This design comes from an exercise in tuning for small area and a short achievable clock period on the open sky130 flow, not from production work.

Setup of the baseline:
==> module unified_mem_pipe, before the edit <==
module unified_mem_pipe #(
    parameter int ADDR_W   = 6,
    parameter int READ_LAT = 1,
    parameter int CNT_W    = 16
) (
    input  logic              clk,
    input  logic              rst_n,
    input  logic              if_req,
    input  logic [ADDR_W-1:0] if_addr,
    output logic              if_ready,
    output logic              if_valid,
    output logic [31:0]       if_rdata,
    input  logic              d_req,
    input  logic              d_we,
    input  logic [2:0]        d_funct3,
    input  logic [ADDR_W-1:0] d_addr,
    input  logic [31:0]       d_wdata,
    output logic              d_ready,
    output logic              d_valid,
    output logic [31:0]       d_rdata,
    output logic              d_err,
    output logic [CNT_W-1:0]  conflict_cnt
);
    localparam int WA    = ADDR_W - 2;
    localparam int WORDS = 2 ** WA;
    logic [31:0]       mem [WORDS];
    logic              d_acc;
    logic              if_acc;
    logic              d_err_c;
    logic              d_wr;
    logic [3:0]        be;
    logic [31:0]       wd;
    logic [WA-1:0]     ra;
    logic [31:0]       rd_word;
    logic [7:0]        rd_byte;
    logic [15:0]       rd_half;
    logic [31:0]       ld_val;
    logic [CNT_W-1:0]  cnt_q;
    logic              d_vld_p0_q;
    logic              d_err_p0_q;
    logic [31:0]       d_rdata_p0_q;
    logic              if_vld_p0_q;
    logic [31:0]       if_rdata_p0_q;
    function automatic logic acc_err(input logic we, input logic [2:0] f3, input logic [1:0] a);
        logic e;
        case (f3)
            3'b000:  e = 1'b0;
            3'b001:  e = a[0];
            3'b010:  e = (a != 2'b00);
            3'b100:  e = we;
            3'b101:  e = we | a[0];
            default: e = 1'b1;
        endcase
        acc_err = e;
    endfunction
    assign d_ready  = rst_n;
    assign if_ready = rst_n & ~d_req;
    assign d_acc    = rst_n & d_req;
    assign if_acc   = rst_n & if_req & ~d_req;
    assign d_err_c  = acc_err(d_we, d_funct3, d_addr[1:0]);
    assign d_wr     = d_acc & d_we & ~d_err_c;
    always_comb begin
        case (d_funct3[1:0])
            2'b00:   be = 4'b0001 << d_addr[1:0];
            2'b01:   be = d_addr[1] ? 4'b1100 : 4'b0011;
            default: be = 4'b1111;
        endcase
    end
    assign wd[7:0]   = d_wdata[7:0];
    assign wd[15:8]  = (d_funct3[1:0] == 2'b00) ? d_wdata[7:0] : d_wdata[15:8];
    assign wd[23:16] = d_funct3[1] ? d_wdata[23:16] : d_wdata[7:0];
    assign wd[31:24] = d_funct3[1] ? d_wdata[31:24] :
                       (d_funct3[0] ? d_wdata[15:8] : d_wdata[7:0]);
    always_ff @(posedge clk) begin
        for (int k = 0; k < 4; k++)
            if (d_wr && be[k]) mem[d_addr[ADDR_W-1:2]][8*k +: 8] <= wd[8*k +: 8];
    end
    assign ra = d_req ? d_addr[ADDR_W-1:2] : if_addr[ADDR_W-1:2];
    logic [31:0] rd_grp [WORDS/4];
    always_comb begin
        for (int g = 0; g < WORDS/4; g++) begin
            case (ra[1:0])
                2'd0:    rd_grp[g] = mem[4*g + 0];
                2'd1:    rd_grp[g] = mem[4*g + 1];
                2'd2:    rd_grp[g] = mem[4*g + 2];
                default: rd_grp[g] = mem[4*g + 3];
            endcase
        end
        rd_word = rd_grp[ra[WA-1:2]];
    end
    logic [3:0] bsel;
    logic       ld_ok;
    logic       sx;
    assign ld_ok = d_acc & ~d_we & ~d_err_c;
    always_comb begin
        bsel = '0;
        bsel[d_addr[1:0]] = 1'b1;
    end
    assign rd_byte = ({8{bsel[0]}} & rd_word[7:0])   | ({8{bsel[1]}} & rd_word[15:8]) |
                     ({8{bsel[2]}} & rd_word[23:16]) | ({8{bsel[3]}} & rd_word[31:24]);
    assign rd_half = d_addr[1] ? rd_word[31:16] : rd_word[15:0];
    assign sx = ~d_funct3[2] & (d_funct3[0] ? rd_half[15] : rd_byte[7]);
    always_comb begin
        ld_val[7:0]   = (d_funct3[1:0] == 2'b00) ? rd_byte : rd_half[7:0];
        ld_val[15:8]  = (d_funct3[1:0] == 2'b00) ? {8{sx}} : rd_half[15:8];
        ld_val[31:16] = (d_funct3[1:0] == 2'b10) ? rd_word[31:16] : {16{sx}};
    end
    always_ff @(posedge clk or negedge rst_n) begin
        if (!rst_n) begin
            d_vld_p0_q    <= 1'b0;
            d_err_p0_q    <= 1'b0;
            d_rdata_p0_q  <= '0;
            if_vld_p0_q   <= 1'b0;
            if_rdata_p0_q <= '0;
            cnt_q         <= '0;
        end else begin
            d_vld_p0_q    <= d_acc;
            d_err_p0_q    <= d_acc & d_err_c;
            d_rdata_p0_q  <= ld_ok ? ld_val : '0;
            if_vld_p0_q   <= if_acc;
            if_rdata_p0_q <= if_acc ? rd_word : '0;
            if (if_req && d_req && !(&cnt_q)) cnt_q <= cnt_q + CNT_W'(1);
        end
    end
    generate
        if (READ_LAT >= 2) begin : g_lat2
            logic        d_vld_p1_q;
            logic        d_err_p1_q;
            logic [31:0] d_rdata_p1_q;
            logic        if_vld_p1_q;
            logic [31:0] if_rdata_p1_q;
            always_ff @(posedge clk or negedge rst_n) begin
                if (!rst_n) begin
                    d_vld_p1_q    <= 1'b0;
                    d_err_p1_q    <= 1'b0;
                    d_rdata_p1_q  <= '0;
                    if_vld_p1_q   <= 1'b0;
                    if_rdata_p1_q <= '0;
                end else begin
                    d_vld_p1_q    <= d_vld_p0_q;
                    d_err_p1_q    <= d_err_p0_q;
                    d_rdata_p1_q  <= d_rdata_p0_q;
                    if_vld_p1_q   <= if_vld_p0_q;
                    if_rdata_p1_q <= if_rdata_p0_q;
                end
            end
            assign d_valid  = d_vld_p1_q;
            assign d_err    = d_err_p1_q;
            assign d_rdata  = d_rdata_p1_q;
            assign if_valid = if_vld_p1_q;
            assign if_rdata = if_rdata_p1_q;
        end else begin : g_lat1
            assign d_valid  = d_vld_p0_q;
            assign d_err    = d_err_p0_q;
            assign d_rdata  = d_rdata_p0_q;
            assign if_valid = if_vld_p0_q;
            assign if_rdata = if_rdata_p0_q;
        end
    endgenerate
    assign conflict_cnt = cnt_q;
endmodule
==> flow/config.mk <==
export PLATFORM = sky130hd
export DESIGN_NAME = unified_mem_pipe
export DESIGN_NICKNAME = unified_mem_pipe
export VERILOG_FILES = /design/flow/design.v
export SDC_FILE = /design/flow/constraint.sdc
export NUM_CORES = 4
export LEC_CHECK = 0
export CAP_MARGIN = 20
export CORE_MARGIN = 2
export CORE_UTILIZATION = 30
export SETUP_SLACK_MARGIN = 2.5
export SLEW_MARGIN = 20
==> flow/constraint.sdc <==
create_clock -name core_clock -period 5.5 [get_ports {clk}]
set_input_delay 1.1000 -clock core_clock [delete_from_list [all_inputs] [get_ports {clk}]]
set_output_delay 1.1000 -clock core_clock [all_outputs]
set_load 0.01 [all_outputs]
standard.sh (not shown) runs the stock make flow with config.mk's settings and CLKGATE_MAP_FILE= SYNTH_SCRIPT=/design/flow/synth_recipe.tcl, a recipe that flattens the netlist after the stock synthesis.
==> flow/flow/run.sh <==
#!/bin/bash
# Standard synthesis, then the standard layout with two changes: ports are buffered with
# buf_2 instead of the resizer's default pick, and repair may resize a cell to any cell of the
# same function (not only the same footprint). Each make's full output goes to its own log.
set -euo pipefail
bash standard.sh synth > synth.log 2>&1
bash standard.sh MATCH_CELL_FOOTPRINT=0 "BUFFER_PORTS_ARGS=-buffer_cell sky130_fd_sc_hd__buf_2" finish > layout.log 2>&1
Input changes introduced in the candidate (baseline for comparison: the baseline):
--- a/flow/design.v
+++ b/flow/design.v
@@ -73,39 +73,26 @@
                        (d_funct3[0] ? d_wdata[15:8] : d_wdata[7:0]);
     always_ff @(posedge clk) begin
         for (int k = 0; k < 4; k++)
             if (d_wr && be[k]) mem[d_addr[ADDR_W-1:2]][8*k +: 8] <= wd[8*k +: 8];
     end
-    assign ra = d_req ? d_addr[ADDR_W-1:2] : if_addr[ADDR_W-1:2];
-    logic [31:0] rd_grp [WORDS/4];
+    assign ra      = d_req ? d_addr[ADDR_W-1:2] : if_addr[ADDR_W-1:2];
     always_comb begin
-        for (int g = 0; g < WORDS/4; g++) begin
-            case (ra[1:0])
-                2'd0:    rd_grp[g] = mem[4*g + 0];
-                2'd1:    rd_grp[g] = mem[4*g + 1];
-                2'd2:    rd_grp[g] = mem[4*g + 2];
-                default: rd_grp[g] = mem[4*g + 3];
-            endcase
-        end
-        rd_word = rd_grp[ra[WA-1:2]];
+        rd_word = '0;
+        for (int w = 0; w < WORDS; w++)
+            rd_word = rd_word | (mem[w] & {32{ra == WA'(w)}});
     end
-    logic [3:0] bsel;
-    logic       ld_ok;
-    logic       sx;
-    assign ld_ok = d_acc & ~d_we & ~d_err_c;
+    assign rd_byte = rd_word[8*d_addr[1:0] +: 8];
+    assign rd_half = d_addr[1] ? rd_word[31:16] : rd_word[15:0];
     always_comb begin
-        bsel = '0;
-        bsel[d_addr[1:0]] = 1'b1;
-    end
-    assign rd_byte = ({8{bsel[0]}} & rd_word[7:0])   | ({8{bsel[1]}} & rd_word[15:8]) |
-                     ({8{bsel[2]}} & rd_word[23:16]) | ({8{bsel[3]}} & rd_word[31:24]);
-    assign rd_half = d_addr[1] ? rd_word[31:16] : rd_word[15:0];
-    assign sx = ~d_funct3[2] & (d_funct3[0] ? rd_half[15] : rd_byte[7]);
-    always_comb begin
-        ld_val[7:0]   = (d_funct3[1:0] == 2'b00) ? rd_byte : rd_half[7:0];
-        ld_val[15:8]  = (d_funct3[1:0] == 2'b00) ? {8{sx}} : rd_half[15:8];
-        ld_val[31:16] = (d_funct3[1:0] == 2'b10) ? rd_word[31:16] : {16{sx}};
+        case (d_funct3)
+            3'b000:  ld_val = {{24{rd_byte[7]}}, rd_byte};
+            3'b001:  ld_val = {{16{rd_half[15]}}, rd_half};
+            3'b100:  ld_val = {24'h0, rd_byte};
+            3'b101:  ld_val = {16'h0, rd_half};
+            default: ld_val = rd_word;
+        endcase
     end
     always_ff @(posedge clk or negedge rst_n) begin
         if (!rst_n) begin
             d_vld_p0_q    <= 1'b0;
             d_err_p0_q    <= 1'b0;
@@ -114,11 +101,11 @@
             if_rdata_p0_q <= '0;
             cnt_q         <= '0;
         end else begin
             d_vld_p0_q    <= d_acc;
             d_err_p0_q    <= d_acc & d_err_c;
-            d_rdata_p0_q  <= ld_ok ? ld_val : '0;
+            d_rdata_p0_q  <= (d_acc && !d_we && !d_err_c) ? ld_val : '0;
             if_vld_p0_q   <= if_acc;
             if_rdata_p0_q <= if_acc ? rd_word : '0;
             if (if_req && d_req && !(&cnt_q)) cnt_q <= cnt_q + CNT_W'(1);
         end
     end
Notes after the runs:
After detailed routing, the baseline needs more wire than the candidate.
Beginning of the critical path: if_addr[2] -> the baseline, if_addr[3] -> the candidate
Via count of the candidate falls short of that of the baseline by more than 10%.
Changes observed in the candidate relative to the baseline: maximum vdd drop now smaller; total standard cell area after synthesis now smaller; time the worst path needs with I/O delays and setup now larger.
Taking the baseline as the reference point, the clock buffer instance count of the final layout of the candidate rises by 11.
Number of placed cells counting well taps: the candidate vs the baseline down 275
Across the candidate and the baseline, the outcome is the same: a clean finish for every run.
No run of this note included a check of the RTL's function; only the layout flow was run.

re-timing with driven ports:
No port has a modelled driver above. Below, the same layouts with a new extraction and two added sets of constraints. Step 1: set_driving_cell puts a clkbuf_16 on clk and a buf_2 on each other input, an assumption about the parent block. Step 2 also shifts input and output timing later by t, the mid clock arrival at the registers, as if the neighbouring blocks saw the same clock. a / b / c = no drivers / after step 1 / after step 2; a / b = the first two.
run	t, ns	slack for setup (ns)	cell pins on the clock port's net
the baseline	0.682	2.455 / 2.361 / 1.679	1
the candidate	0.688	2.449 / 2.374 / 1.686	1
After both steps every run listed still meets setup and hold. For the baseline, which loses most, drivers alone change the setup slack by -0.094 ns; drivers and shift together by -0.776 ns.
